What follows belongs to an exercise in optimizing a design on an open flow for small area and a short achievable clock period; a production flow would make more cautious choices.
RTL that was checked went through simulation tests only; none was proved equivalent to the original.
For runs 1 and 7, only the layout was checked, not whether the RTL still works.

### flow/config.mk
export PLATFORM = sky130hd
export DESIGN_NAME = sgbm_bt_cost_top
export DESIGN_NICKNAME = sgbm_bt_cost_top
export VERILOG_FILES = /design/flow/design.v
export SDC_FILE = /design/flow/constraint.sdc
export NUM_CORES = 4
export LEC_CHECK = 0
export CAP_MARGIN = 20
export CORE_MARGIN = 2
export CORE_UTILIZATION = 40
export SETUP_SLACK_MARGIN = 4.5
export SLEW_MARGIN = 20
export SYNTH_HIERARCHICAL = 1
### flow/constraint.sdc
create_clock -name core_clock -period 8.0 [get_ports {clk}]
set_input_delay 1.6000 -clock core_clock [delete_from_list [all_inputs] [get_ports {clk}]]
set_output_delay 1.6000 -clock core_clock [all_outputs]
set_load 0.01 [all_outputs]
### flow/design.v
package sgbm_cost_pkg;
    localparam int NUM_DISP   = 8;
    localparam int MAX_WIDTH  = 256;
    localparam int COL_BITS   = 8;
    localparam int BORDER_VAL = 63;
    localparam int GRAD_MAX   = 126;
    localparam int PIX_SHIFT  = 2;
    localparam int PIPE_LAT   = 6;
    localparam int COL_W    = 24;
    localparam int PIX_BT_W = 24;
    localparam int GRAD_BT_W = 21;
    localparam int SAMPLE_W = 45;
endpackage
`timescale 1ns/10ps
module bt_pg #(
    parameter int W   = 8,
    parameter bit SUB = 1'b0
) (
    input  logic [W-1:0] a,
    input  logic [W-1:0] b,
    output logic [W-1:0] p,
    output logic [W-1:0] g
);
    if (SUB) begin : g_sub
        assign p = ~(a ^ b);
        assign g = a & ~b;
    end else begin : g_add
        assign p = a ^ b;
        assign g = a & b;
    end
endmodule
module bt_add #(
    parameter int W   = 8,
    parameter bit SUB = 1'b0,
    parameter bit CI  = 1'b0,
    parameter bit SUM = 1'b1,
    parameter int SLO = 0
) (
    input  logic [W-1:0] a,
    input  logic [W-1:0] b,
    output logic [W-1:0] s,
    output logic         co
);
    logic [W-1:0] p;
    logic [W-1:0] g;
    logic [W:0]   c;
    bt_pg #(.W(W), .SUB(SUB)) u_pg (
        .a(a),
        .b(b),
        .p(p),
        .g(g)
    );
    always_comb begin
        logic [W-1:0] gg, pp, ng, np;
        gg    = g;
        pp    = p;
        gg[0] = p[0] ? CI : g[0];
        pp[0] = 1'b0;
        for (int lvl = 0; (1 << lvl) < W; lvl++) begin
            ng = gg;
            np = pp;
            for (int i = 0; i < W; i++) begin
                if (((i >> lvl) & 1) == 1) begin
                    ng[i] = pp[i] ? gg[((i >> lvl) << lvl) - 1] : gg[i];
                    np[i] = pp[i] & pp[((i >> lvl) << lvl) - 1];
                end
            end
            gg = ng;
            pp = np;
        end
        c = {gg, CI};
    end
    assign co = c[W];
    for (genvar i = 0; i < W; i++) begin : g_sum
        assign s[i] = (SUM && i >= SLO) ? (c[i] ? ~p[i] : p[i]) : 1'b0;
    end
endmodule
`timescale 1ns/10ps
module sgbm_bt_cost_top (
    input  logic        clk,
    input  logic        rst,
    input  logic        i_row_start,
    input  logic [7:0]  i_width,
    input  logic [23:0] i_left,
    input  logic [23:0] i_right,
    output logic [63:0] o_cost,
    output logic        o_valid,
    output logic        o_row_done
);
    logic              run;
    logic signed [8:0] rem;
    logic [3:0]        u;
    logic              b_pix;    
    logic              b_grad;   
    always_ff @(posedge clk) begin
        if (rst) begin
            run     <= 1'b0;
            o_valid <= 1'b0;
        end else begin
            if (!run) begin
                run <= i_row_start;
            end else if (rem == -9'sd5) begin
                run <= 1'b0;
            end
            o_valid <= run && (u >= 4'd12) && (rem >= -9'sd4);
        end
    end
    always_ff @(posedge clk) begin
        if (!run) begin
            rem <= $signed({1'b0, i_width});
            u   <= '0;
        end else begin
            rem <= rem - 9'sd1;
            if (u != 4'd15) u <= u + 4'd1;
        end
    end
    assign o_row_done = !run;
    assign b_pix  = !run || (u == 4'd0) || (rem <= 9'sd1);
    assign b_grad = (u <= 4'd2) || (rem <= -9'sd1);
    logic [9:0]  ls_a, ls_b, rs_a, rs_b;
    logic [10:0] le, re;
    logic [9:0]  ls_new, rs_new;
    logic [10:0] le_new, re_new;
    logic [7:0]  lp [0:3];
    logic [7:0]  rp [0:9];
    logic [6:0]  lg [0:1];
    logic [6:0]  rg [0:7];
    logic [6:0]  lg_new, rg_new;    
    bt_front u_lfront (.col(i_left),  .s_prev2(ls_b), .s(ls_new), .e(le_new));
    bt_front u_rfront (.col(i_right), .s_prev2(rs_b), .s(rs_new), .e(re_new));
    function automatic logic [6:0] grad_of(input logic [10:0] e);
        if (!e[10] && (e[9:6] != 4'd0 || e[5:0] == 6'h3f)) grad_of = 7'd126;
        else if (e[10] && e[9:6] != 4'hf)                 grad_of = 7'd0;
        else                                              grad_of = {~e[6], e[5:0]};
    endfunction
    assign lg_new = b_grad ? 7'd63 : grad_of(le);
    assign rg_new = b_grad ? 7'd63 : grad_of(re);
    always_ff @(posedge clk) begin
        ls_a <= ls_new; ls_b <= ls_a;
        rs_a <= rs_new; rs_b <= rs_a;
        le   <= le_new;
        re   <= re_new;
        lp[0] <= b_pix ? 8'd63 : i_left[15:8];
        rp[0] <= b_pix ? 8'd63 : i_right[15:8];
        for (int k = 1; k < 4; k++)  lp[k] <= lp[k-1];
        for (int k = 1; k < 10; k++) rp[k] <= rp[k-1];
        lg[0] <= lg_new;
        rg[0] <= rg_new;
        lg[1] <= lg[0];
        for (int k = 1; k < 8; k++) rg[k] <= rg[k-1];
    end
    function automatic logic [14:0] ud_pix_r(input logic [7:0] l, input logic [7:0] c,
                                             input logic [7:0] r);
        logic [8:0] el, er, emax, emin;
        el   = {1'b0, l} - {1'b0, c};
        er   = {1'b0, r} - {1'b0, c};
        emax = (l < r) ? er : el;
        emin = (l < r) ? el : er;
        ud_pix_r = {emax[8] ? 7'd0 : emax[7:1], emin[8] ? ~emin[8:1] : 8'hff};
    endfunction
    function automatic logic [16:0] ud_pix_l(input logic [7:0] l, input logic [7:0] c,
                                             input logic [7:0] r);
        logic [9:0] c1, fl, fr, gl, gr, f, g;
        c1 = {2'b0, c} + 10'd1;
        fl = c1 - {2'b0, l};
        fr = c1 - {2'b0, r};
        gl = {2'b0, l} + ~c1;
        gr = {2'b0, r} + ~c1;
        f  = (l < r) ? fl : fr;
        g  = (l < r) ? gr : gl;
        ud_pix_l = {f[9] ? 9'd0 : f[9:1], g[9] ? 8'hff : g[8:1]};
    endfunction
    logic [14:0] udp_r_new;
    logic [12:0] udg_r_new;
    logic [16:0] udp_l_new;
    logic [13:0] udg_l_new;
    assign udp_r_new = ud_pix_r(rp[3], rp[2], rp[1]);
    assign udp_l_new = ud_pix_l(lp[3], lp[2], lp[1]);
    logic [7:0] rg_el;
    logic [6:0] rg_er;
    logic       rg_er_c, rg_lr_c;
    assign rg_el = {1'b0, rg[1]} - {1'b0, rg[0]};
    bt_add #(.W(7), .SUB(1'b1), .CI(1'b1)) u_rg_er (.a(rg_new), .b(rg[0]), .s(rg_er), .co(rg_er_c));
    bt_add #(.W(7), .SUB(1'b1), .CI(1'b1), .SUM(1'b0)) u_rg_lr (.a(rg[1]), .b(rg_new), .s(), .co(rg_lr_c));
    always_comb begin
        logic [7:0] er, emax, emin;
        er   = {~rg_er_c, rg_er};
        emax = !rg_lr_c ? er : rg_el;
        emin = !rg_lr_c ? rg_el : er;
        udg_r_new = {emax[7] ? 6'd0 : emax[6:1], emin[7] ? ~emin[7:1] : 7'h7f};
    end
    logic [7:0] lg_c1;
    logic [8:0] lg_fl, lg_gl;
    logic [7:0] lg_fr, lg_gr;
    logic       lg_fr_c, lg_gr_c, lg_lr_c;
    assign lg_c1 = {1'b0, lg[0]} + 8'd1;
    assign lg_fl = {1'b0, lg_c1} - {2'b0, lg[1]};
    assign lg_gl = {2'b0, lg[1]} + ~{1'b0, lg_c1};
    bt_add #(.W(8), .SUB(1'b1), .CI(1'b1)) u_lg_fr (.a(lg_c1), .b({1'b0, lg_new}), .s(lg_fr), .co(lg_fr_c));
    bt_add #(.W(8), .SUB(1'b1), .CI(1'b0)) u_lg_gr (.a({1'b0, lg_new}), .b(lg_c1), .s(lg_gr), .co(lg_gr_c));
    bt_add #(.W(7), .SUB(1'b1), .CI(1'b1), .SUM(1'b0)) u_lg_lr (.a(lg[1]), .b(lg_new), .s(), .co(lg_lr_c));
    always_comb begin
        logic [8:0] f, g;
        f = !lg_lr_c ? lg_fl : {~lg_fr_c, lg_fr};
        g = !lg_lr_c ? {~lg_gr_c, lg_gr} : lg_gl;
        udg_l_new = {f[8] ? 7'd0 : f[7:1], g[8] ? 7'h7f : g[7:1]};
    end
    logic [16:0] udp_l;
    logic [13:0] udg_l;
    logic [14:0] udp_r [0:7];    
    logic [12:0] udg_r [0:7];
    logic [7:0]  dp [0:7];
    logic        np [0:7];
    logic [6:0]  dg [0:7];
    logic        ng [0:7];
    always_ff @(posedge clk) begin
        logic [8:0] tp;
        logic [7:0] tg;
        udp_l    <= udp_l_new;
        udg_l    <= udg_l_new;
        udp_r[0] <= udp_r_new;
        udg_r[0] <= udg_r_new;
        for (int k = 1; k < 8; k++) begin
            udp_r[k] <= udp_r[k-1];
            udg_r[k] <= udg_r[k-1];
        end
        for (int d = 0; d < 8; d++) begin
            tp    = {1'b0, lp[2]} - {1'b0, rp[2+d]};
            np[d] <= tp[8];
            dp[d] <= tp[7:0] ^ {8{tp[8]}};
            tg    = {1'b0, lg[0]} - {1'b0, rg[d]};
            ng[d] <= tg[7];
            dg[d] <= tg[6:0] ^ {7{tg[7]}};
        end
    end
    logic [6:0] rp_q [0:7];    
    logic [7:0] rg_q [0:7];    
    for (genvar d = 0; d < 8; d++) begin : g_disp
        logic [8:0] ap, bp, mp;
        logic       bp_ge_ap;
        logic [7:0] rpv;
        logic       rpv_c;
        assign ap = np[d] ? {udp_r[d][7], udp_r[d][7:0]} : {2'b0, udp_r[d][14:8]};
        assign bp = np[d] ? {udp_l[7], udp_l[7:0]} : udp_l[16:8];
        bt_add #(.W(9), .SUB(1'b1), .CI(1'b1), .SUM(1'b0)) u_cp (
            .a({~bp[8], bp[7:0]}), .b({~ap[8], ap[7:0]}), .s(), .co(bp_ge_ap));
        assign mp = bp_ge_ap ? bp : ap;
        bt_add #(.W(8), .SUB(1'b1), .CI(1'b1), .SLO(2)) u_rp (
            .a(dp[d]), .b(mp[7:0]), .s(rpv), .co(rpv_c));
        logic [6:0] ag, bg, mg;
        logic       bg_ge_ag;
        logic [6:0] rgv;
        logic       rgv_c;
        assign ag = ng[d] ? udg_r[d][6:0] : {1'b0, udg_r[d][12:7]};
        assign bg = ng[d] ? udg_l[6:0] : udg_l[13:7];
        bt_add #(.W(7), .SUB(1'b1), .CI(1'b1), .SUM(1'b0)) u_cg (
            .a({~bg[6], bg[5:0]}), .b({~ag[6], ag[5:0]}), .s(), .co(bg_ge_ag));
        assign mg = bg_ge_ag ? bg : ag;
        bt_add #(.W(7), .SUB(1'b1), .CI(1'b1)) u_rg (
            .a(dg[d]), .b(mg), .s(rgv), .co(rgv_c));
        always_ff @(posedge clk) begin
            rp_q[d] <= {~mp[8] & ~rpv_c, rpv[7:2]};
            rg_q[d] <= {~mg[6] & ~rgv_c, rgv};
        end
        always_ff @(posedge clk) begin
            o_cost[8*d +: 8] <= {2'b0, rp_q[d][6] ? 6'd0 : rp_q[d][5:0]} +
                                {1'b0, rg_q[d][7] ? 7'd0 : rg_q[d][6:0]};
        end
    end
endmodule
module bt_front (
    input  logic [23:0] col,
    input  logic [9:0]  s_prev2,
    output logic [9:0]  s,
    output logic [10:0] e
);
    logic [9:0]  x0, y0, x1, y1;
    logic [10:0] ex, ey, nz;
    logic [9:0]  a, b, c2;
    logic [10:0] s_full;
    logic        s_co, e_co;
    assign a  = {2'b0, col[23:16]};
    assign c2 = {1'b0, col[15:8], 1'b0};
    assign b  = {2'b0, col[7:0]};
    assign x0 = a ^ c2 ^ b;
    assign y0 = {((a[8:0] & c2[8:0]) | (a[8:0] & b[8:0]) | (c2[8:0] & b[8:0])), 1'b0};
    assign nz = ~{1'b0, s_prev2};
    assign ex = {1'b0, x0} ^ {1'b0, y0} ^ nz;
    assign ey = {(({1'b0, x0[9:0]} & {1'b0, y0[9:0]}) | ({1'b0, x0[9:0]} & nz[10:0]) |
                  ({1'b0, y0[9:0]} & nz[10:0]))} << 1;
    bt_add #(.W(10), .SUB(1'b0), .CI(1'b0)) u_s (.a(x0), .b(y0), .s(s), .co(s_co));
    bt_add #(.W(11), .SUB(1'b0), .CI(1'b0)) u_e (.a(ex), .b(ey), .s(e), .co(e_co));
endmodule
### flow/run.sh
#!/bin/bash
# synth_recipe.tcl (not shown) runs the flow's synth.tcl, then flattens the netlist and writes it again
# the make line also repeats each setting of config.mk as NAME=value (left out here)
make -C /OpenROAD-flow-scripts/flow DESIGN_CONFIG=/design/flow/config.mk WORK_HOME=/design/flow/orfs CLKGATE_MAP_FILE= SYNTH_SCRIPT=/design/flow/synth_recipe.tcl finish
==> flow_metrics.py, run 1 <==
metrics = {
    "cells_and_area": {
        "utilization_pct": 51.03,
        "design_area_mm2": 0.05938,
        "nNetsFinal": 5887,
        "fillCellCount": 10300,
        "syn_to_final_growth_pct": 26.19,
        "drive_gt1_share_pct": 26.59,
    },
    "floorplanning": {
        "die_area_mm2": 0.1204,
        "die_w_um": 347.0,
        "core_area_mm2": 0.1164,
        "die_y_um": 347.0,
        "start_util_pct": 40.44,
        "ios": 125,
        "rows": 125,
    },
    "clocking": {
        "cts_tree": "built",
        "cts_max_level": 3,
        "numCtsBuffers": 91,
        "hold_buffers": 0,
        "clock_sinks": 833,
        "cts.path.max_buffers": 3,
        "cts_root_buf": "clkbuf_16",
        "clk-insertion-delay-late_ps": 680,
        "clk_pin_slew_ps": 60,
    },
    "setup_path": {
        "worst_setup_path_start_kind": "register",
        "crit_slowest_cell": "dfxtp_4",
        "cp.required_ps": 8550,
        "cpMostUsedCell": "buf_4",
        "crit_path_max_fanout": 6,
        "worst-setup-path-type": "reg2reg",
        "slowest_delay_ps": 370,
        "path_cells": "buf_4 > mux2_4 > ha_4 > o211ai_1 > a21oi_2 > nor3_2 > o41ai_4 > buf_4 > buf_4 > mux2_2 > inv_1 > ha_4 > nand2b_4 > a21oi_2 > o31ai_2 > mux2i_1 > a311oi_1",
        "cp.arrival_ps": 4220,
        "crit_path_end_kind": "register",
    },
    "worst_hold_path": {
        "hold_path.class": "reg2reg",
    },
    "route": {
        "wl_um": 120500,
        "first_pass_iters": 5,
        "drcViolationCount": 0,
        "viasPerCell": 5.018,
        "wl_per_cell_um": 17.72,
        "drt-initial-drc-count": 1604,
        "via_count": 34120,
        "drtAntennaViolNets": 0,
    },
    "sta": {
        "fin_setup_tns_ps": 0,
        "hold_violations": 0,
        "fin_skew_ps": 23.95,
        "min_period_ps": 3675,
        "worst_pin_slew_ps": 1009,
        "fmax_ghz": 0.2721,
        "rsz0062_at_grt": "yes",
        "slew_headroom_pct": 32.61,
        "setup_viol": 0,
        "period_share_pct": 45.94,
        "timing.final.max_slew_violations": 0,
    },
    "logic_synthesis": {
        "syn_inst": 4817,
        "netlist_area_mm2": 0.04706,
        "avgSynthCellArea_um2": 9.769,
        "ys_warn_count": 39,
    },
    "run": {
        "drv_cap": 0,
    },
    "global_routing": {
        "grt_usage_pct": 19.21,
        "grt_pass1_wl_um": 183100,
        "first_global_vias": 33820,
        "antenna_found_initial": 3,
        "grt_overflow_total": 0,
        "grt_max_degree": 20,
    },
    "placement": {
        "place.gp.congestion": 0.8601,
        "place_hpwl_um": 87330,
        "port_buffers": 124,
        "dpl_cell_area_mm2": 0.05026,
    },
    "status": {
        "status": "no timing/DRC/antenna violations",
    },
}
[metal layers]
metal	GRT usage, %	wire [um]
met5	0	0
met4	4.942	3000
met3	2.839	5365
met2	31.89	55720
met1	26.01	56420
[registers in the layout, summed over array words and instances (netlist names), 16 cells and up]
| name | flops |
|---|---|
| udp_r | 120 |
| udg_r | 104 |
| rp | 80 |
| dp | 64 |
| o_cost | 64 |
| rg_q | 64 |
| dg | 56 |
| rg | 56 |
| rp_q | 56 |
| lp | 32 |
| udp_l | 16 |
[layout make-up]
type	count	area (um2)	share of cell area [%]
well taps	1524	1907	3.211
multi-input cells	3231	31410	52.90
clock inverters	50	852.1	1.435
diodes	2	5.005	0.008429
inverters	686	2635	4.438
clock buffers	118	2519	4.242
flip-flops and latches	833	16790	28.28
repair buffers	355	3259	5.489
[worst max-delay path, delay by kind of cell, from the launching register on]
family                   cells  cell delay, ps
buffers and inverters        4             570
adder cells (fa/ha/maj)      2             450
AO/OA/AOI/OAI                6            1190
multiplexers                 3             790
flip-flops                   1             370
AND/OR/NAND/NOR              2             200
[cell usage in the layout, fill, tap and decap left out, types with 22 or more instances in the layout]
cell / count
dfxtp_1: 779
inv_1: 592
ha_1: 447
xnor2_1: 329
mux2_2: 239
nand2_1: 188
nor2b_1: 174
buf_4: 167
nor2_1: 152
ha_4: 128
a21oi_1: 124
o21ai_0: 106
xor2_1: 101
a21o_1: 100
clkbuf_16: 91
mux2_4: 87
nand2b_1: 86
clkdlybuf4s50_1: 82
inv_2: 76
nand3_1: 56
mux2i_1: 52
buf_6: 45
fa_1: 43
nor2_2: 37
dlygate4sd2_1: 34
dfxtp_2: 34
or2_2: 30
o21ai_1: 29
nor3_1: 27
o21a_1: 26
o221ai_1: 26
o21bai_1: 24
or3b_1: 22
[metrics by stage]
step           setup slack [ps]  hold WS, ps  std cells
6_report                   4325        318.2       6799
5_1_grt                    4187        331.5       6797
4_1_cts                    4333        316.8       6723
3_5_place_dp               2941        312.1       6409
3_3_place_gp               2927        310.3       6409
2_1_floorplan              4208        309.6       4826
[path summary, 6_finish.rpt]
check                                          end  depth (start not counted)  slack [ps]            start
worst max register to register  rp_q[4][6]$_DFF_P_                         17        4320    np[4]$_DFF_P_
worst min register to register     ls_b[0]$_DFF_P_                          0         320  ls_a[0]$_DFF_P_
worst max-delay path            rp_q[4][6]$_DFF_P_                         17        4320    np[4]$_DFF_P_
worst min-delay path               ls_b[0]$_DFF_P_                          0         320  ls_a[0]$_DFF_P_
[what timing repair did]
item / CTS / global route
gates cloned: 4 / 0
setup endpoints to repair: 177 / 159
buffers inserted: 142 / 74
pin swaps: 189 / 151
gates resized for setup: 450 / 455
==> run 2, diff against run 1 <==
--- a/flow/design.v
+++ b/flow/design.v
@@ -116,7 +116,9 @@
     end
     assign o_row_done = !run;
     assign b_pix  = !run || (u == 4'd0) || (rem <= 9'sd1);
-    assign b_grad = (u <= 4'd2) || (rem <= -9'sd1);
+    always_ff @(posedge clk) begin
+        b_grad <= !run || (u <= 4'd1) || (rem <= 9'sd0);
+    end
     logic [9:0]  ls_a, ls_b, rs_a, rs_b;
     logic [10:0] le, re;
     logic [9:0]  ls_new, rs_new;
--- a/flow/config.mk
+++ b/flow/config.mk
@@ -8,6 +8,6 @@
 export CAP_MARGIN = 20
 export CORE_MARGIN = 2
 export CORE_UTILIZATION = 40
-export SETUP_SLACK_MARGIN = 4.5
+export SETUP_SLACK_MARGIN = 3.5
 export SLEW_MARGIN = 20
 export SYNTH_HIERARCHICAL = 1
==> run 2 against run 1 <==
Effect of this change:
- via count decreased by 5.8%
- global-route usage decreased by 1.3 points
- still clean
- hold slack improved by 5.1 ps
- register-to-register slack got worse by 570 ps
- flip-flop and latch count increased by 1
==> flow_metrics.py, run 2 <==
metrics = {
    "setup_path": {
        "cp.arrival_ps": 4810,
        "path_cells": "mux2_2 > ha_1 > o211ai_1 > a21oi_1 > nor3_1 > o41ai_4 > mux2_2 > inv_1 > ha_1 > nor3b_2 > nor3_2 > o31ai_2 > mux2i_1 > a311oi_1",
        "r2r_slack_ps": 3760,
        "r2r-end": "rp_q[5][6]$_DFF_P_",
        "critPathTopFamily": "compound AO/OA/AOI/OAI gates",
        "r2r_start": "np[5]$_DFF_P_",
        "worst-setup-path-type": "reg2reg",
        "slowest_delay_ps": 710,
        "crit_path_max_fanout": 18,
        "r2r_cells": 14,
        "worst_setup_path_start_kind": "register",
        "crit_path_end_kind": "register",
        "cp.depth": 14,
        "cp.required_ps": 8570,
        "crit_slowest_cell": "o41ai_4",
        "worst-path-buf-inv": 1,
    },
    "route": {
        "wl_met1_um": 53040,
        "met3WireLength_um": 4918,
        "via_count": 32140,
        "met2_length_um": 47750,
        "drt-initial-drc-count": 1570,
        "first_pass_iters": 5,
        "drtAntennaViolNets": 0,
        "drcViolationCount": 0,
        "viasPerCell": 4.894,
        "wl_per_cell_um": 16.49,
        "wl_um": 108300,
        "top_layer": "met4",
    },
    "sta": {
        "setup_viol": 0,
        "timing.final.max_slew_violations": 0,
        "hold_violations": 0,
        "whs_ps": 323.3,
        "setup_slack_ps": 3756,
        "fin_setup_tns_ps": 0,
        "fmax_ghz": 0.2356,
        "worst_pin_slew_ps": 1020,
        "period_share_pct": 53.05,
        "fin_skew_ps": 17.12,
        "min_period_ps": 4244,
        "rsz0062_at_grt": "yes",
        "slew_headroom_pct": 31.94,
    },
    "cells_and_area": {
        "multi_input_area_mm2": 0.02732,
        "largest_reg_flops": 120,
        "final_common_cell": "dfxtp_1",
        "utilization_pct": 45.68,
        "fillCellCount": 10980,
        "final_cells": 6567,
        "syn_to_final_growth_pct": 13.34,
        "nNetsFinal": 5657,
        "largest-register": "udp_r",
        "design_area_mm2": 0.05308,
        "seq_area_mm2": 0.01671,
        "reg.largest.list": "udp_r: 120 flops, udg_r: 104 flops, rp: 80 flops",
        "mostFrequentLayoutCells": "dfxtp_1 (826), inv_1 (690), ha_1 (584)",
        "drive_gt1_share_pct": 12.97,
    },
    "clocking": {
        "clk-insertion-delay-late_ps": 660,
        "clock_sinks": 834,
        "clk_pin_slew_ps": 60,
        "cts_tree": "built",
        "cts_max_level": 3,
        "numCtsBuffers": 89,
        "cts_root_buf": "clkbuf_16",
        "cts.path.max_buffers": 3,
        "hold_buffers": 0,
    },
    "floorplanning": {
        "core_area_mm2": 0.1162,
        "start_util_pct": 40.30,
        "die_w_um": 346.2,
        "rows": 125,
        "die_y_um": 346.2,
        "ios": 125,
        "die_area_mm2": 0.1198,
    },
    "worst_hold_path": {
        "hold_path.class": "reg2reg",
        "hold-path-endpoint": "lp[1][7]$_DFF_P_",
        "min_from": "lp[0][7]$_SDFF_PP0_",
        "hold_path_depth": 0,
    },
    "logic_synthesis": {
        "ys_warn_count": 39,
        "avgSynthCellArea_um2": 9.737,
        "netlist_area_mm2": 0.04684,
        "syn_inst": 4810,
    },
    "run": {
        "drv_cap": 0,
    },
    "global_routing": {
        "grt_usage_pct": 17.96,
        "first_global_vias": 31560,
        "grt_max_degree": 28,
        "grt_overflow_total": 0,
        "grt_pass1_wl_um": 170500,
        "antenna_found_initial": 2,
    },
    "placement": {
        "port_buffers": 124,
        "dp_cells": 6398,
        "dpl_cell_area_mm2": 0.04974,
        "place_hpwl_um": 85330,
        "place.gp.congestion": 0.8654,
        "pre_cts_slack_ps": 3131,
    },
    "status": {
        "status": "no timing/DRC/antenna violations",
    },
}
run 2: how the worst max path moves through the flow:
stage                                     to           from
after floorplan           rp_q[1][6]$_DFF_P_  np[1]$_DFF_P_
after global placement    rp_q[0][6]$_DFF_P_  np[0]$_DFF_P_
after detailed placement  rp_q[0][6]$_DFF_P_  np[0]$_DFF_P_
after CTS                 rp_q[5][6]$_DFF_P_  np[5]$_DFF_P_
after global routing      rp_q[6][6]$_DFF_P_  np[6]$_DFF_P_
final                     rp_q[5][6]$_DFF_P_  np[5]$_DFF_P_
run 2: routing by layer:
layer | GRT usage [%] | vias to the layer above
met5 | 0 | -
met4 | 4.786 | 0
met3 | 3.099 | 138
met2 | 29.14 | 534
met1 | 24.55 | 14900
li1 | - | 16560
run 2: cell type report:
cell class | instances | area share (%)
Multi-Input combinational cell | 3218 | 51.47
Tap cell | 1524 | 3.592
Sequential cell | 834 | 31.47
Antenna cell | 1 | 0.004714
Clock inverter | 42 | 1.120
Timing Repair Buffer | 134 | 2.480
Clock buffer | 123 | 4.971
Inverter | 691 | 4.886
run 2: what timing repair did:
| item | 4_1_cts | 5_1_grt |
|---|---|---|
| setup buffers | 0 | 3 |
| resized for setup | 9 | 6 |
| endpoints found under the setup margin | 28 | 21 |
| pin swaps | 0 | 3 |
==> run 3, diff against run 2 <==
--- a/flow/config.mk
+++ b/flow/config.mk
@@ -8,6 +8,6 @@
 export CAP_MARGIN = 20
 export CORE_MARGIN = 2
 export CORE_UTILIZATION = 40
-export SETUP_SLACK_MARGIN = 3.5
+export SETUP_SLACK_MARGIN = 4
 export SLEW_MARGIN = 20
 export SYNTH_HIERARCHICAL = 1
==> run 3 against run 2 <==
Effect of this change:
- hold slack better by 1.4 ps
- first-iteration DRC count is 7.8% lower
- via count up 0.67%
- critical path depth down 1
- die area is the same
- global-route usage hardly changed
- core utilization up 0.30 points
- critical path type unchanged
==> flow_metrics.py, run 3 <==
metrics = {
    "setup_path": {
        "worst-path-buf-inv": 2,
        "crit_path_end_kind": "register",
        "cp.arrival_ps": 4490,
        "critPathTopFamily": "compound AO/OA/AOI/OAI gates",
        "crit_path_max_fanout": 16,
        "r2r_cells": 13,
        "r2r_slack_ps": 4070,
        "path_cells": "mux2_2 > ha_1 > o221ai_1 > o41ai_4 > buf_4 > mux2_2 > inv_1 > ha_1 > nor3b_1 > o22ai_1 > o31ai_4 > mux2i_1 > a311oi_1",
        "worst-setup-path-type": "reg2reg",
        "cp.required_ps": 8560,
        "slowest_delay_ps": 480,
        "crit_slowest_cell": "dfxtp_4",
        "r2r-end": "rp_q[0][6]$_DFF_P_",
        "r2r_start": "np[0]$_DFF_P_",
        "worst_setup_path_start_kind": "register",
    },
    "worst_hold_path": {
        "hold_path_depth": 0,
        "min_from": "ls_a[8]$_DFF_P_",
        "hold_path.class": "reg2reg",
        "hold-path-endpoint": "ls_b[8]$_DFF_P_",
    },
    "cells_and_area": {
        "largest_reg_flops": 120,
        "final_cells": 6596,
        "final_common_cell": "dfxtp_1",
        "fillCellCount": 10930,
        "largest-register": "udp_r",
        "nNetsFinal": 5691,
        "syn_to_final_growth_pct": 14.07,
        "design_area_mm2": 0.05343,
        "reg.largest.list": "udp_r: 120 flops, udg_r: 104 flops, rp: 80 flops",
        "mostFrequentLayoutCells": "dfxtp_1 (815), inv_1 (688), ha_1 (578)",
        "drive_gt1_share_pct": 14.19,
    },
    "placement": {
        "place_hpwl_um": 85100,
        "port_buffers": 124,
        "place.gp.congestion": 0.8543,
        "dpl_cell_area_mm2": 0.04974,
        "dp_cells": 6398,
    },
    "route": {
        "drtAntennaViolNets": 0,
        "first_pass_iters": 9,
        "drcViolationCount": 0,
        "wl_per_cell_um": 16.45,
        "wl_um": 108500,
        "via_count": 32350,
        "drt-initial-drc-count": 1447,
        "viasPerCell": 4.904,
    },
    "global_routing": {
        "grt_max_degree": 28,
        "grt_pass1_wl_um": 170900,
        "first_global_vias": 31870,
        "antenna_found_initial": 3,
        "grt_overflow_total": 0,
        "grt_usage_pct": 17.93,
    },
    "floorplanning": {
        "die_area_mm2": 0.1198,
        "die_w_um": 346.2,
        "rows": 125,
        "ios": 125,
        "die_y_um": 346.2,
        "core_area_mm2": 0.1162,
        "start_util_pct": 40.30,
    },
    "clocking": {
        "cts.path.max_buffers": 3,
        "clk-insertion-delay-late_ps": 660,
        "cts_max_level": 3,
        "hold_buffers": 0,
        "cts_root_buf": "clkbuf_16",
        "numCtsBuffers": 87,
        "cts_tree": "built",
        "clock_sinks": 834,
        "clk_pin_slew_ps": 60,
    },
    "status": {
        "status": "no timing/DRC/antenna violations",
    },
    "sta": {
        "period_share_pct": 49.11,
        "fin_skew_ps": 22.54,
        "setup_viol": 0,
        "slew_headroom_pct": 34.80,
        "fin_setup_tns_ps": 0,
        "worst_pin_slew_ps": 976.7,
        "timing.final.max_slew_violations": 0,
        "min_period_ps": 3929,
        "rsz0062_at_grt": "yes",
        "fmax_ghz": 0.2545,
        "hold_violations": 0,
    },
    "logic_synthesis": {
        "netlist_area_mm2": 0.04684,
        "syn_inst": 4810,
        "ys_warn_count": 39,
        "avgSynthCellArea_um2": 9.737,
    },
    "run": {
        "drv_cap": 0,
    },
}
run 3: final cells by class:
| cell class | count | area [um2] | area share, % |
|---|---|---|---|
| clock buffer | 112 | 2444 | 4.574 |
| tap | 1524 | 1907 | 3.569 |
| sequential | 834 | 16740 | 31.33 |
| timing repair buffer | 169 | 1595 | 2.986 |
| inverter | 691 | 2597 | 4.862 |
| multi-input combinational | 3219 | 27510 | 51.48 |
| clock inverter | 42 | 629.4 | 1.178 |
| antenna | 5 | 12.51 | 0.02342 |
run 3: worst max-delay path by stage:
stage	startpoint	end	slack [ps]	depth (start not counted)
global route	np[0]$_DFF_P_	rp_q[0][6]$_DFF_P_	3870	16
CTS	np[0]$_DFF_P_	rp_q[0][6]$_DFF_P_	3990	13
global placement	np[1]$_DFF_P_	rp_q[1][6]$_DFF_P_	3240	14
floorplan	i_left[4]	le[10]$_DFF_P_	4010	11
finish	np[0]$_DFF_P_	rp_q[0][6]$_DFF_P_	4070	13
detailed placement	np[0]$_DFF_P_	rp_q[0][6]$_DFF_P_	3170	14
run 3: metrics by stage:
| step | hold WS [ps] | util, % | setup slack [ps] |
|---|---|---|---|
| after floorplan | 309.6 | - | 4009 |
| after global placement | 310.2 | 42.80 | 3235 |
| after detailed placement | 312.1 | 42.80 | 3167 |
| after CTS | 321.4 | 45.66 | 3992 |
| after global routing | 323.8 | 45.97 | 3868 |
| final | 324.6 | 45.98 | 4071 |
run 3: timing repair:
action                                  CTS  global route
gates resized for setup                  20            53
endpoints found under the hold margin     0             0
setup buffers                            19            19
endpoints found under the setup margin   62            75
pin swaps                                 8            20
cloned                                    0             1
run 3: per-layer routing:
metal / routed length (um) / global-route usage, % / vias to the layer above
met2: 48260 / 29.49 / 545
met3: 4340 / 2.756 / 144
met4: 2744 / 4.768 / 0
met5: 0 / 0 / -
li1: - / - / 16630
met1: 53170 / 24.39 / 15030
==> run 4, diff against run 3 <==
--- a/flow/config.mk
+++ b/flow/config.mk
@@ -7,7 +7,7 @@
 export LEC_CHECK = 0
 export CAP_MARGIN = 20
 export CORE_MARGIN = 2
-export CORE_UTILIZATION = 40
+export CORE_UTILIZATION = 60
 export SETUP_SLACK_MARGIN = 4
 export SLEW_MARGIN = 20
 export SYNTH_HIERARCHICAL = 1
==> run 4 against run 3 <==
Effect of this change:
- highest routed layer unchanged
- non-clock buffer count is 3 lower
- register-to-register slack better by 60 ps
- largest cell class unchanged
- still clean on timing, DRC and antenna
==> flow_metrics.py, run 4 <==
metrics = {
    "status": {
        "status": "no timing/DRC/antenna violations",
    },
    "logic_synthesis": {
        "ys_warn_count": 39,
        "syn_inst": 4810,
        "avgSynthCellArea_um2": 9.737,
        "netlist_area_mm2": 0.04684,
    },
    "floorplanning": {
        "core_area_mm2": 0.07734,
        "rows": 102,
        "die_area_mm2": 0.08031,
        "start_util_pct": 60.56,
        "ios": 125,
        "die_y_um": 283.4,
        "die_w_um": 283.4,
    },
    "clocking": {
        "cts.path.max_buffers": 3,
        "cts_root_buf": "clkbuf_16",
        "clk_pin_slew_ps": 60,
        "hold_buffers": 0,
        "clk-insertion-delay-late_ps": 640,
        "cts_max_level": 3,
        "clock_sinks": 834,
        "numCtsBuffers": 90,
        "cts_tree": "built",
    },
    "setup_path": {
        "cp.arrival_ps": 4480,
        "cp.required_ps": 8570,
        "crit_path_max_fanout": 4,
        "worst-setup-path-type": "in2reg",
        "worst_setup_path_start_kind": "input port",
        "crit_path_end_kind": "register",
    },
    "placement": {
        "place.gp.congestion": 0.8901,
        "port_buffers": 124,
        "place_hpwl_um": 82080,
    },
    "route": {
        "wl_per_cell_um": 17.42,
        "via_count": 32230,
        "viasPerCell": 5.268,
        "drcViolationCount": 0,
        "drt-initial-drc-count": 1544,
        "wl_um": 106600,
        "drtAntennaViolNets": 0,
        "first_pass_iters": 5,
    },
    "cells_and_area": {
        "mostFrequentLayoutCells": "dfxtp_1 (810), inv_1 (689), ha_1 (578)",
        "largest-register": "udp_r",
        "nNetsFinal": 5690,
        "largest_reg_flops": 120,
        "utilization_pct": 68.56,
        "drive_gt1_share_pct": 14.38,
        "final_common_cell": "dfxtp_1",
        "syn_to_final_growth_pct": 13.21,
        "reg.largest.list": "udp_r: 120 flops, udg_r: 104 flops, rp: 80 flops",
    },
    "global_routing": {
        "first_global_vias": 31470,
        "grt_max_degree": 28,
        "grt_pass1_wl_um": 168300,
        "antenna_found_initial": 5,
        "grt_usage_pct": 26.44,
        "grt_overflow_total": 0,
    },
    "sta": {
        "slew_headroom_pct": 32.87,
        "fin_setup_tns_ps": 0,
        "period_share_pct": 48.98,
        "hold_violations": 0,
        "worst_pin_slew_ps": 1006,
        "setup_viol": 0,
        "fmax_ghz": 0.2552,
        "fin_skew_ps": 20.20,
        "rsz0062_at_grt": "yes",
        "min_period_ps": 3918,
        "timing.final.max_slew_violations": 0,
    },
    "worst_hold_path": {
        "hold_path.class": "reg2reg",
    },
    "run": {
        "drv_cap": 0,
    },
}
==> run 4: worst paths after layout <==
kind,from,to,cells after the start,slack (ps)
worst max-delay path,i_left[6],le[10]$_DFF_P_,11,4080
worst min-delay path,ls_a[9]$_DFF_P_,ls_b[9]$_DFF_P_,0,330
worst max register to register,np[7]$_DFF_P_,rp_q[7][6]$_DFF_P_,15,4130
worst min register to register,ls_a[9]$_DFF_P_,ls_b[9]$_DFF_P_,0,330
==> run 4: cell type report <==
class                   count  area (um2)
flip-flops and latches    834       16740
repair buffers            166        1572
diodes                      2       5.005
well taps                1040        1301
multi-input cells        3218       27510
clock inverters            48       699.4
clock buffers             120        2599
fillers                  6246       24310
inverters                 691        2597
==> run 4: what timing repair did <==
item / 4_1_cts / 5_1_grt
resized for setup: 25 / 50
endpoints found under the setup margin: 59 / 71
pin swaps: 8 / 18
setup buffers: 14 / 19
==> run 4: worst max-delay path: stages <==
cell and delay, ps:
clkdlybuf4s50_1 460, inv_1 70, fa_1 560, inv_1 60, ha_1 300, xnor2_1 140
ha_1 350, and2_4 200, a221o_1 390, a41oi_2 220, xnor2_1 130
==> run 4: per-layer routing <==
metal  up-vias  GRT usage (%)  wire [um]
li1      16650              -          -
met1     14860          36.30      50830
met2       557          43.29      47800
met3       161          3.674       5018
met4         0          7.884       2936
met5         -              0          0
==> run 4: stage by stage <==
step                      cell area [um2]  instances  worst slack [ps]  hold slack, ps
after floorplan                     46880       4819              4009           309.6
after global placement              49140       5916              3311           309.9
after detailed placement            49140       5916              3322           312.1
after CTS                           52670       6098              3944           326.7
after global routing                53020       6117              3806           331.4
final                               53020       6119              4082           326.5
==> run 5, diff against run 4 <==
--- a/flow/config.mk
+++ b/flow/config.mk
@@ -7,7 +7,7 @@
 export LEC_CHECK = 0
 export CAP_MARGIN = 20
 export CORE_MARGIN = 2
-export CORE_UTILIZATION = 60
-export SETUP_SLACK_MARGIN = 4
+export CORE_UTILIZATION = 40
+export SETUP_SLACK_MARGIN = 4.25
 export SLEW_MARGIN = 20
 export SYNTH_HIERARCHICAL = 1
==> run 5 against run 4 <==
Effect of this change:
- clock-buffer cell count fell by 7
- cell count rose by 8.8%
- non-clock buffer count rose by 57
- critical path type is now reg2reg
- still clean on timing, DRC and antenna
- via count rose by 1.6%
- register-to-register slack improved by 120 ps
==> flow_metrics.py, run 5 <==
metrics = {
    "status": {
        "status": "no timing/DRC/antenna violations",
    },
    "global_routing": {
        "antenna_found_initial": 3,
        "first_global_vias": 32150,
        "grt_max_degree": 28,
        "grt_overflow_total": 0,
        "grt_usage_pct": 18.32,
        "grt_pass1_wl_um": 173900,
    },
    "floorplanning": {
        "ios": 125,
        "rows": 125,
        "die_y_um": 346.2,
        "core_area_mm2": 0.1162,
        "die_area_mm2": 0.1198,
        "start_util_pct": 40.30,
        "die_w_um": 346.2,
    },
    "clocking": {
        "cts.path.max_buffers": 3,
        "cts_max_level": 3,
        "clk_pin_slew_ps": 60,
        "numCtsBuffers": 91,
        "clock_sinks": 834,
        "cts_tree": "built",
        "hold_buffers": 0,
        "cts_root_buf": "clkbuf_16",
        "clk-insertion-delay-late_ps": 650,
    },
    "logic_synthesis": {
        "syn_inst": 4810,
        "ys_warn_count": 39,
        "netlist_area_mm2": 0.04684,
        "avgSynthCellArea_um2": 9.737,
    },
    "sta": {
        "period_share_pct": 46.84,
        "slew_headroom_pct": 35.89,
        "worst_pin_slew_ps": 960.3,
        "timing.final.max_slew_violations": 0,
        "whs_ps": 323.1,
        "fin_setup_tns_ps": 0,
        "hold_violations": 0,
        "fmax_ghz": 0.2669,
        "fin_skew_ps": 23.25,
        "min_period_ps": 3747,
        "setup_slack_ps": 4253,
        "rsz0062_at_grt": "yes",
        "setup_viol": 0,
    },
    "cells_and_area": {
        "drive_gt1_share_pct": 18.22,
        "syn_to_final_growth_pct": 17.60,
        "seq_area_mm2": 0.01677,
        "largest_reg_flops": 120,
        "largest-register": "udp_r",
        "nNetsFinal": 5749,
        "reg.largest.list": "udp_r: 120 flops, udg_r: 104 flops, rp: 80 flops",
        "design_area_mm2": 0.05508,
        "n_antenna_cell": 0,
        "mostFrequentLayoutCells": "dfxtp_1 (793), inv_1 (663), ha_1 (534)",
        "multi_input_area_mm2": 0.02847,
        "utilization_pct": 47.40,
        "final_common_cell": "dfxtp_1",
        "fillCellCount": 10900,
    },
    "worst_hold_path": {
        "hold_path_depth": 0,
        "hold_path.class": "reg2reg",
    },
    "route": {
        "drcViolationCount": 0,
        "viasPerCell": 4.922,
        "first_pass_iters": 5,
        "wl_um": 112500,
        "drt-initial-drc-count": 1392,
        "via_count": 32760,
        "drtAntennaViolNets": 0,
        "wl_per_cell_um": 16.90,
    },
    "setup_path": {
        "cp.arrival_ps": 4300,
        "crit_path_end_kind": "register",
        "worst-setup-path-type": "reg2reg",
        "crit_slowest_cell": "dfxtp_4",
        "worst_setup_path_start_kind": "register",
        "crit_path_max_fanout": 8,
        "slowest_delay_ps": 420,
        "cp.required_ps": 8550,
        "path_cells": "buf_6 > mux2_2 > inv_1 > ha_1 > o211ai_1 > a21oi_1 > nor3_2 > o41ai_4 > buf_4 > mux2_2 > inv_1 > ha_1 > nor3b_4 > nor3_4 > o31ai_2 > mux2i_1 > a311oi_1",
        "r2r_cells": 17,
    },
    "placement": {
        "pre_cts_slack_ps": 3274,
        "dpl_cell_area_mm2": 0.05001,
        "place_hpwl_um": 86210,
        "place.gp.congestion": 0.8570,
        "port_buffers": 124,
    },
    "run": {
        "drv_cap": 0,
    },
}
-- run 5: timing repair --
action                     CTS  global route
gates cloned                 1             0
pin swaps                   25            86
setup endpoints to repair  123            99
setup buffers               33            57
resized for setup           62           214
-- run 5: path summary, 6_finish.rpt --
| kind | slack, ps | to | startpoint |
|---|---|---|---|
| setup reg to reg | 4250 | rp_q[1][6]$_DFF_P_ | np[1]$_DFF_P_ |
| hold reg to reg | 320 | ls_b[2]$_DFF_P_ | ls_a[2]$_DFF_P_ |
| setup / recovery | 4250 | rp_q[1][6]$_DFF_P_ | np[1]$_DFF_P_ |
| hold / removal | 320 | ls_b[2]$_DFF_P_ | ls_a[2]$_DFF_P_ |
-- run 5: area by class of cell --
| class | count | share of cell area, % |
|---|---|---|
| clock buffers | 113 | 4.575 |
| flip-flops and latches | 834 | 30.46 |
| multi-input cells | 3219 | 51.69 |
| clock inverters | 51 | 1.249 |
| well taps | 1524 | 3.462 |
| repair buffers | 223 | 3.814 |
| inverters | 691 | 4.759 |
-- run 5: layer usage --
layer / global-route usage, % / share of wire, % / up-vias
met5: 0 / 0.029 / -
met4: 4.189 / 1.9 / 4
met3: 2.637 / 4.0 / 145
met2: 30.42 / 45 / 512
met1: 25.05 / 49 / 15340
li1: - / - / 16760
-- run 5: critical path, delay by kind of cell (launching register included) --
kind                       cells  cell delay (ps)
buffers and inverters          4              500
AOI/OAI and AO/OA              5             1090
muxes                          3              820
and+or+nand+nor                3              430
DFF                            1              420
adders and majority gates      2              400
-- run 5: metrics by stage --
stage / instances
floorplan: 4819
global placement: 6400
detailed placement: 6400
CTS: 6598
global route: 6655
finish: 6655
==> run 6, diff against run 5 <==
==> flow/flow/run.sh (new file) <==
#!/bin/bash
# Layout with the standard flow (standard.sh: unchanged synthesis and
# steps). The one change: the port buffers are buf_4 instead of the default
# pick (a slow delay buffer), so the input and output paths lose less time.
set -euo pipefail
export BUFFER_PORTS_ARGS="-buffer_cell sky130_fd_sc_hd__buf_4"
bash standard.sh > standard.log 2>&1
==> flow/standard.sh (new file) <==
#!/bin/bash
# synth_recipe.tcl (not shown) runs the flow's synth.tcl, then flattens the netlist and writes it again
# the make line also repeats each setting of config.mk as NAME=value (left out here)
make -C /OpenROAD-flow-scripts/flow DESIGN_CONFIG=/design/flow/config.mk WORK_HOME=/design/flow/orfs CLKGATE_MAP_FILE= SYNTH_SCRIPT=/design/flow/synth_recipe.tcl "${@:-finish}"
removed: flow/run.sh
==> run 6 against run 5 <==
Effect of this change:
- design area fell by 1.2%
- synthesized area unchanged
- flip-flop and latch count is the same
- die area stayed put
- largest cell class unchanged
==> flow_metrics.py, run 6 <==
metrics = {
    "status": {
        "status": "no timing/DRC/antenna violations",
    },
    "cells_and_area": {
        "final_common_cell": "dfxtp_1",
        "nNetsFinal": 5731,
        "fillCellCount": 10950,
        "mostFrequentLayoutCells": "dfxtp_1 (799), inv_1 (674), ha_1 (542)",
        "largest-register": "udp_r",
        "drive_gt1_share_pct": 19.57,
        "reg.largest.list": "udp_r: 120 flops, udg_r: 104 flops, rp: 80 flops",
        "syn_to_final_growth_pct": 16.20,
        "largest_reg_flops": 120,
        "multi_input_area_mm2": 0.02829,
        "seq_area_mm2": 0.01677,
    },
    "floorplanning": {
        "ios": 125,
        "start_util_pct": 40.30,
        "core_area_mm2": 0.1162,
        "die_y_um": 346.2,
        "die_w_um": 346.2,
        "die_area_mm2": 0.1198,
        "rows": 125,
    },
    "setup_path": {
        "path_cells": "buf_6 > mux2_2 > inv_1 > ha_1 > o211ai_1 > a21oi_2 > nor3_2 > o41ai_4 > buf_4 > buf_4 > mux2_2 > inv_1 > ha_2 > nand3_1 > o31ai_2 > mux2i_1 > a311oi_1",
        "worst-setup-path-type": "reg2reg",
        "worst_setup_path_start_kind": "register",
        "critPathTopFamily": "compound AO/OA/AOI/OAI gates",
        "cp.required_ps": 8520,
        "crit_slowest_cell": "dfxtp_4",
        "cp.arrival_ps": 4280,
        "crit_path_max_fanout": 9,
        "worst-path-buf-inv": 5,
        "crit_path_end_kind": "register",
        "slowest_delay_ps": 400,
    },
    "sta": {
        "period_share_pct": 46.99,
        "timing.final.max_slew_violations": 0,
        "setup_viol": 0,
        "worst_pin_slew_ps": 958.9,
        "slew_headroom_pct": 35.98,
        "fin_setup_tns_ps": 0,
        "setup_slack_ps": 4241,
        "min_period_ps": 3759,
        "fin_skew_ps": 30.78,
        "hold_violations": 0,
        "rsz0062_at_grt": "yes",
        "fmax_ghz": 0.2660,
    },
    "worst_hold_path": {
        "hold_path.class": "reg2reg",
    },
    "route": {
        "first_pass_iters": 5,
        "wl_um": 113100,
        "drt-initial-drc-count": 1707,
        "viasPerCell": 4.936,
        "drcViolationCount": 0,
        "via_count": 32780,
        "drtAntennaViolNets": 0,
        "wl_per_cell_um": 17.04,
    },
    "run": {
        "drv_cap": 0,
    },
    "placement": {
        "port_buffers": 124,
        "pre_cts_slack_ps": 3296,
        "place_hpwl_um": 85980,
        "place.gp.congestion": 0.8543,
    },
    "logic_synthesis": {
        "avgSynthCellArea_um2": 9.737,
        "syn_inst": 4810,
        "ys_warn_count": 39,
        "netlist_area_mm2": 0.04684,
    },
    "global_routing": {
        "antenna_found_initial": 6,
        "grt_overflow_total": 0,
        "grt_usage_pct": 18.41,
        "grt_pass1_wl_um": 174400,
        "first_global_vias": 32140,
        "grt_max_degree": 28,
    },
    "clocking": {
        "clock_sinks": 834,
        "cts_root_buf": "clkbuf_16",
        "hold_buffers": 0,
        "numCtsBuffers": 89,
        "cts_max_level": 3,
        "cts.path.max_buffers": 3,
        "cts_tree": "built",
        "clk_pin_slew_ps": 60,
        "clk-insertion-delay-late_ps": 650,
    },
}
run 6: routing by layer:
layer | part of all wire (%) | up-vias | track usage [%]
met5 | 0 | - | 0
met4 | 2.8 | 0 | 5.561
met3 | 4.2 | 169 | 2.455
met2 | 44 | 604 | 29.37
met1 | 49 | 15260 | 25.77
li1 | - | 16750 | -
run 6: area by class of cell:
type	instances	area share [%]
timing repair buffer	207	3.092
clock buffer	119	4.729
tap	1524	3.504
multi-input combinational	3219	51.98
sequential	834	30.82
inverter	691	4.810
antenna	2	0.009196
clock inverter	45	1.053
run 6: timing repair:
action,CTS,global route
setup buffers,29,44
pin swaps,8,48
gates resized for setup,50,172
endpoints found under the setup margin,111,87
cloned,0,2
run 6: path summary, 6_finish.rpt:
kind	start	end	slack [ps]	cells after the start
setup / recovery	np[4]$_DFF_P_	rp_q[4][6]$_DFF_P_	4240	17
hold reg to reg	ls_a[9]$_DFF_P_	ls_b[9]$_DFF_P_	320	0
hold / removal	ls_a[9]$_DFF_P_	ls_b[9]$_DFF_P_	320	0
setup reg to reg	np[4]$_DFF_P_	rp_q[4][6]$_DFF_P_	4240	17
run 6: worst reg2reg max path, stage by stage (launching register included):
cell and delay, ps:
dfxtp_4 400, buf_6 150, mux2_2 350, inv_1 60
ha_1 240, o211ai_1 220, a21oi_2 60, nor3_2 260
o41ai_4 100, buf_4 190, buf_4 140, mux2_2 220
inv_1 50, ha_2 390, nand3_1 100, o31ai_2 290
mux2i_1 120, a311oi_1 280
run 6: metrics by stage:
step           cells  utilization (%)  cell area, um2  hold slack (ps)
3_3_place_gp    6400            42.77           49700            309.8
4_1_cts         6593            45.84           53270            319.6
6_report        6641            46.83           54420            322.2
2_1_floorplan   4819                -           47160            309.6
5_1_grt         6639            46.83           54420            327.9
3_5_place_dp    6400            42.77           49700            312.1
==> run 7, diff against run 6 <==
--- a/flow/design.v
+++ b/flow/design.v
@@ -182,8 +182,8 @@
     logic [6:0] rg_er;
     logic       rg_er_c, rg_lr_c;
     assign rg_el = {1'b0, rg[1]} - {1'b0, rg[0]};
-    bt_add #(.W(7), .SUB(1'b1), .CI(1'b1)) u_rg_er (.a(rg_new), .b(rg[0]), .s(rg_er), .co(rg_er_c));
-    bt_add #(.W(7), .SUB(1'b1), .CI(1'b1), .SUM(1'b0)) u_rg_lr (.a(rg[1]), .b(rg_new), .s(), .co(rg_lr_c));
+    bt_add #(.W(7), .SUB(1'b0), .CI(1'b1)) u_rg_er (.a(rg_new), .b(~rg[0]), .s(rg_er), .co(rg_er_c));
+    bt_add #(.W(7), .SUB(1'b0), .CI(1'b1), .SUM(1'b0)) u_rg_lr (.a(rg[1]), .b(~rg_new), .s(), .co(rg_lr_c));
     always_comb begin
         logic [7:0] er, emax, emin;
         er   = {~rg_er_c, rg_er};
@@ -198,9 +198,9 @@
     assign lg_c1 = {1'b0, lg[0]} + 8'd1;
     assign lg_fl = {1'b0, lg_c1} - {2'b0, lg[1]};
     assign lg_gl = {2'b0, lg[1]} + ~{1'b0, lg_c1};
-    bt_add #(.W(8), .SUB(1'b1), .CI(1'b1)) u_lg_fr (.a(lg_c1), .b({1'b0, lg_new}), .s(lg_fr), .co(lg_fr_c));
-    bt_add #(.W(8), .SUB(1'b1), .CI(1'b0)) u_lg_gr (.a({1'b0, lg_new}), .b(lg_c1), .s(lg_gr), .co(lg_gr_c));
-    bt_add #(.W(7), .SUB(1'b1), .CI(1'b1), .SUM(1'b0)) u_lg_lr (.a(lg[1]), .b(lg_new), .s(), .co(lg_lr_c));
+    bt_add #(.W(8), .SUB(1'b0), .CI(1'b1)) u_lg_fr (.a(lg_c1), .b(~{1'b0, lg_new}), .s(lg_fr), .co(lg_fr_c));
+    bt_add #(.W(8), .SUB(1'b0), .CI(1'b0)) u_lg_gr (.a({1'b0, lg_new}), .b(~lg_c1), .s(lg_gr), .co(lg_gr_c));
+    bt_add #(.W(7), .SUB(1'b0), .CI(1'b1), .SUM(1'b0)) u_lg_lr (.a(lg[1]), .b(~lg_new), .s(), .co(lg_lr_c));
     always_comb begin
         logic [8:0] f, g;
         f = !lg_lr_c ? lg_fl : {~lg_fr_c, lg_fr};
@@ -244,22 +244,22 @@
         logic       rpv_c;
         assign ap = np[d] ? {udp_r[d][7], udp_r[d][7:0]} : {2'b0, udp_r[d][14:8]};
         assign bp = np[d] ? {udp_l[7], udp_l[7:0]} : udp_l[16:8];
-        bt_add #(.W(9), .SUB(1'b1), .CI(1'b1), .SUM(1'b0)) u_cp (
-            .a({~bp[8], bp[7:0]}), .b({~ap[8], ap[7:0]}), .s(), .co(bp_ge_ap));
+        bt_add #(.W(9), .SUB(1'b0), .CI(1'b1), .SUM(1'b0)) u_cp (
+            .a({~bp[8], bp[7:0]}), .b({ap[8], ~ap[7:0]}), .s(), .co(bp_ge_ap));
         assign mp = bp_ge_ap ? bp : ap;
-        bt_add #(.W(8), .SUB(1'b1), .CI(1'b1), .SLO(2)) u_rp (
-            .a(dp[d]), .b(mp[7:0]), .s(rpv), .co(rpv_c));
+        bt_add #(.W(8), .SUB(1'b0), .CI(1'b1), .SLO(2)) u_rp (
+            .a(dp[d]), .b(~mp[7:0]), .s(rpv), .co(rpv_c));
         logic [6:0] ag, bg, mg;
         logic       bg_ge_ag;
         logic [6:0] rgv;
         logic       rgv_c;
         assign ag = ng[d] ? udg_r[d][6:0] : {1'b0, udg_r[d][12:7]};
         assign bg = ng[d] ? udg_l[6:0] : udg_l[13:7];
-        bt_add #(.W(7), .SUB(1'b1), .CI(1'b1), .SUM(1'b0)) u_cg (
-            .a({~bg[6], bg[5:0]}), .b({~ag[6], ag[5:0]}), .s(), .co(bg_ge_ag));
+        bt_add #(.W(7), .SUB(1'b0), .CI(1'b1), .SUM(1'b0)) u_cg (
+            .a({~bg[6], bg[5:0]}), .b({ag[6], ~ag[5:0]}), .s(), .co(bg_ge_ag));
         assign mg = bg_ge_ag ? bg : ag;
-        bt_add #(.W(7), .SUB(1'b1), .CI(1'b1)) u_rg (
-            .a(dg[d]), .b(mg), .s(rgv), .co(rgv_c));
+        bt_add #(.W(7), .SUB(1'b0), .CI(1'b1)) u_rg (
+            .a(dg[d]), .b(~mg), .s(rgv), .co(rgv_c));
         always_ff @(posedge clk) begin
             rp_q[d] <= {~mp[8] & ~rpv_c, rpv[7:2]};
             rg_q[d] <= {~mg[6] & ~rgv_c, rgv};
==> flow/run.sh (new file) <==
#!/bin/bash
# synth_recipe.tcl (not shown) runs the flow's synth.tcl, then flattens the netlist and writes it again
# the make line also repeats each setting of config.mk as NAME=value (left out here)
make -C /OpenROAD-flow-scripts/flow DESIGN_CONFIG=/design/flow/config.mk WORK_HOME=/design/flow/orfs CLKGATE_MAP_FILE= SYNTH_SCRIPT=/design/flow/synth_recipe.tcl finish
--- a/flow/config.mk
+++ b/flow/config.mk
@@ -7,7 +7,7 @@
 export LEC_CHECK = 0
 export CAP_MARGIN = 20
 export CORE_MARGIN = 2
-export CORE_UTILIZATION = 40
-export SETUP_SLACK_MARGIN = 4.25
+export CORE_UTILIZATION = 60
+export SETUP_SLACK_MARGIN = 4.5
 export SLEW_MARGIN = 20
 export SYNTH_HIERARCHICAL = 1
removed: flow/flow/run.sh
removed: flow/standard.sh
==> run 7 against run 6 <==
Effect of this change:
- still clean
- worst setup slack got worse by 51 ps
- clock skew fell by 8.1 ps
- global-route usage rose by 9.9 points
==> flow_metrics.py, run 7 <==
metrics = {
    "status": {
        "status": "no timing/DRC/antenna violations",
    },
    "cells_and_area": {
        "reg.largest.list": "udp_r: 120 flops, udg_r: 104 flops, rp: 80 flops",
        "n_antenna_cell": 0,
        "nNetsFinal": 5905,
        "final_common_cell": "dfxtp_1",
        "utilization_pct": 76.87,
        "mostFrequentLayoutCells": "dfxtp_1 (783), inv_1 (470), ha_1 (427)",
        "drive_gt1_share_pct": 25.64,
        "largest-register": "udp_r",
        "syn_to_final_growth_pct": 26.92,
        "largest_reg_flops": 120,
    },
    "floorplanning": {
        "start_util_pct": 60.57,
        "rows": 101,
        "ios": 125,
        "die_w_um": 280.7,
        "die_area_mm2": 0.07877,
        "die_y_um": 280.7,
        "core_area_mm2": 0.07582,
    },
    "setup_path": {
        "cp.required_ps": 8530,
        "crit_path_max_fanout": 5,
        "worst_setup_path_start_kind": "register",
        "worst-path-buf-inv": 5,
        "slowest_delay_ps": 390,
        "worst-setup-path-type": "reg2reg",
        "critPathTopFamily": "compound AO/OA/AOI/OAI gates",
        "crit_path_end_kind": "register",
        "path_cells": "buf_8 > mux2_4 > ha_4 > o211ai_1 > a21oi_1 > nor3_2 > o41ai_2 > buf_4 > clkinvlp_4 > buf_6 > nor2_2 > a21oi_2 > inv_1 > ha_4 > nor2_1 > a21oi_2 > o31ai_2 > mux2i_1 > a311oi_1",
        "crit_slowest_cell": "dfxtp_4",
        "cp.arrival_ps": 4340,
    },
    "run": {
        "drv_cap": 0,
    },
    "worst_hold_path": {
        "hold_path.class": "reg2reg",
    },
    "placement": {
        "port_buffers": 124,
        "place_hpwl_um": 81730,
        "place.gp.congestion": 0.9022,
    },
    "route": {
        "wl_per_cell_um": 19.63,
        "viasPerCell": 5.630,
        "drtAntennaViolNets": 0,
        "drcViolationCount": 0,
        "via_count": 35280,
        "wl_um": 123000,
        "drt-initial-drc-count": 2294,
        "first_pass_iters": 5,
    },
    "global_routing": {
        "first_global_vias": 32710,
        "grt_usage_pct": 28.34,
        "grt_pass1_wl_um": 175600,
        "grt_overflow_total": 0,
        "grt_max_degree": 28,
        "antenna_found_initial": 2,
    },
    "sta": {
        "slew_headroom_pct": 36.06,
        "timing.final.max_slew_violations": 0,
        "min_period_ps": 3810,
        "fmax_ghz": 0.2625,
        "hold_violations": 0,
        "setup_viol": 0,
        "rsz0062_at_grt": "yes",
        "fin_skew_ps": 22.66,
        "worst_pin_slew_ps": 957.8,
        "fin_setup_tns_ps": 0,
        "period_share_pct": 47.63,
    },
    "logic_synthesis": {
        "syn_inst": 4778,
        "avgSynthCellArea_um2": 9.612,
        "ys_warn_count": 39,
        "netlist_area_mm2": 0.04593,
    },
    "clocking": {
        "cts_root_buf": "clkbuf_16",
        "clk_pin_slew_ps": 60,
        "clock_sinks": 834,
        "cts_max_level": 3,
        "numCtsBuffers": 89,
        "hold_buffers": 0,
        "cts.path.max_buffers": 3,
        "cts_tree": "built",
        "clk-insertion-delay-late_ps": 640,
    },
}
run 7: final timing paths:
check | start | to | slack (ps) | cells after the start
max | np[0]$_DFF_P_ | rp_q[0][6]$_DFF_P_ | 4190 | 19
min reg2reg | rs_a[0]$_DFF_P_ | rs_b[0]$_DFF_P_ | 320 | 0
max reg2reg | np[0]$_DFF_P_ | rp_q[0][6]$_DFF_P_ | 4190 | 19
min | rs_a[0]$_DFF_P_ | rs_b[0]$_DFF_P_ | 320 | 0
run 7: final cells by class:
| cell class | instances | area [um2] |
|---|---|---|
| multi-input combinational | 3327 | 31320 |
| inverter | 544 | 2097 |
| clock buffer | 114 | 2514 |
| clock inverter | 49 | 628.1 |
| timing repair buffer | 406 | 3583 |
| sequential | 834 | 16820 |
| tap | 978 | 1224 |
| timing repair inverter | 14 | 100.1 |
| fill | 5009 | 17540 |
run 7: through the flow:
| step | hold slack [ps] | worst slack [ps] | std cells | instance area, um2 |
|---|---|---|---|---|
| 3_3_place_gp | 310.0 | 3461 | 5814 | 48390 |
| 3_5_place_dp | 312.1 | 3417 | 5814 | 48390 |
| 2_1_floorplan | 309.6 | 4208 | 4786 | 46340 |
| 4_1_cts | 322.3 | 4387 | 6120 | 54230 |
| 5_1_grt | 323.0 | 3997 | 6266 | 58290 |
| 6_report | 321.4 | 4190 | 6266 | 58290 |
run 7: repair_timing:
| action | in CTS | in global routing |
|---|---|---|
| buffers inserted | 135 | 138 |
| pin swaps | 154 | 209 |
| gates cloned | 8 | 8 |
| endpoints found under the setup margin | 156 | 143 |
| gates resized for setup | 413 | 605 |
run 7: per-layer routing:
| layer | routed length (um) | vias to the layer above | global-route usage (%) |
|---|---|---|---|
| met3 | 6281 | 301 | 3.126 |
| met5 | 0 | - | 0 |
| met1 | 54060 | 16790 | 38.07 |
| met4 | 5609 | 0 | 10.32 |
| li1 | - | 17180 | - |
| met2 | 57030 | 1000 | 47.12 |

==> separate check: timing with driven ports <==
How much do the figures lean on ideal ports? The routed layouts below were timed once more, with nothing changed but the port constraints.
Step 1, drivers: a clkbuf_16 drives clk and a buf_2 each remaining input, both assumed.
Step 2 also shifts input and output timing later by t, the mid clock arrival at the registers, as if the neighbouring blocks saw the same clock.
a / b / c = ideal / step 1 / step 2; a / b = the first two.
| run | shift t [ns] | setup slack, ns | worst setup path at the end | pins driven straight from the clock port |
|---|---|---|---|---|
| run 1 | 0.736 | 4.325 / 4.325 / 3.851 | input to register | 1 |
| run 2 | 0.726 | 3.756 / 3.756 / 3.344 | input to register | 1 |
| run 3 | 0.714 | 4.071 / 4.071 / 3.418 | input to register | 1 |
| run 4 | 0.696 | 4.082 / 4.126 / 3.430 | input to register | 1 |
| run 5 | 0.712 | 4.253 / 4.253 / 3.628 | input to register | 1 |
| run 6 | 0.712 | 4.241 / 4.241 / 3.758 | input to register | 1 |
| run 7 | 0.704 | 4.190 / 4.190 / 3.896 | input to register | 1 |
After both steps setup and hold are still met in every run listed. For run 3, which loses most, drivers alone change the setup slack by 0.000 ns; drivers and shift together by -0.653 ns.
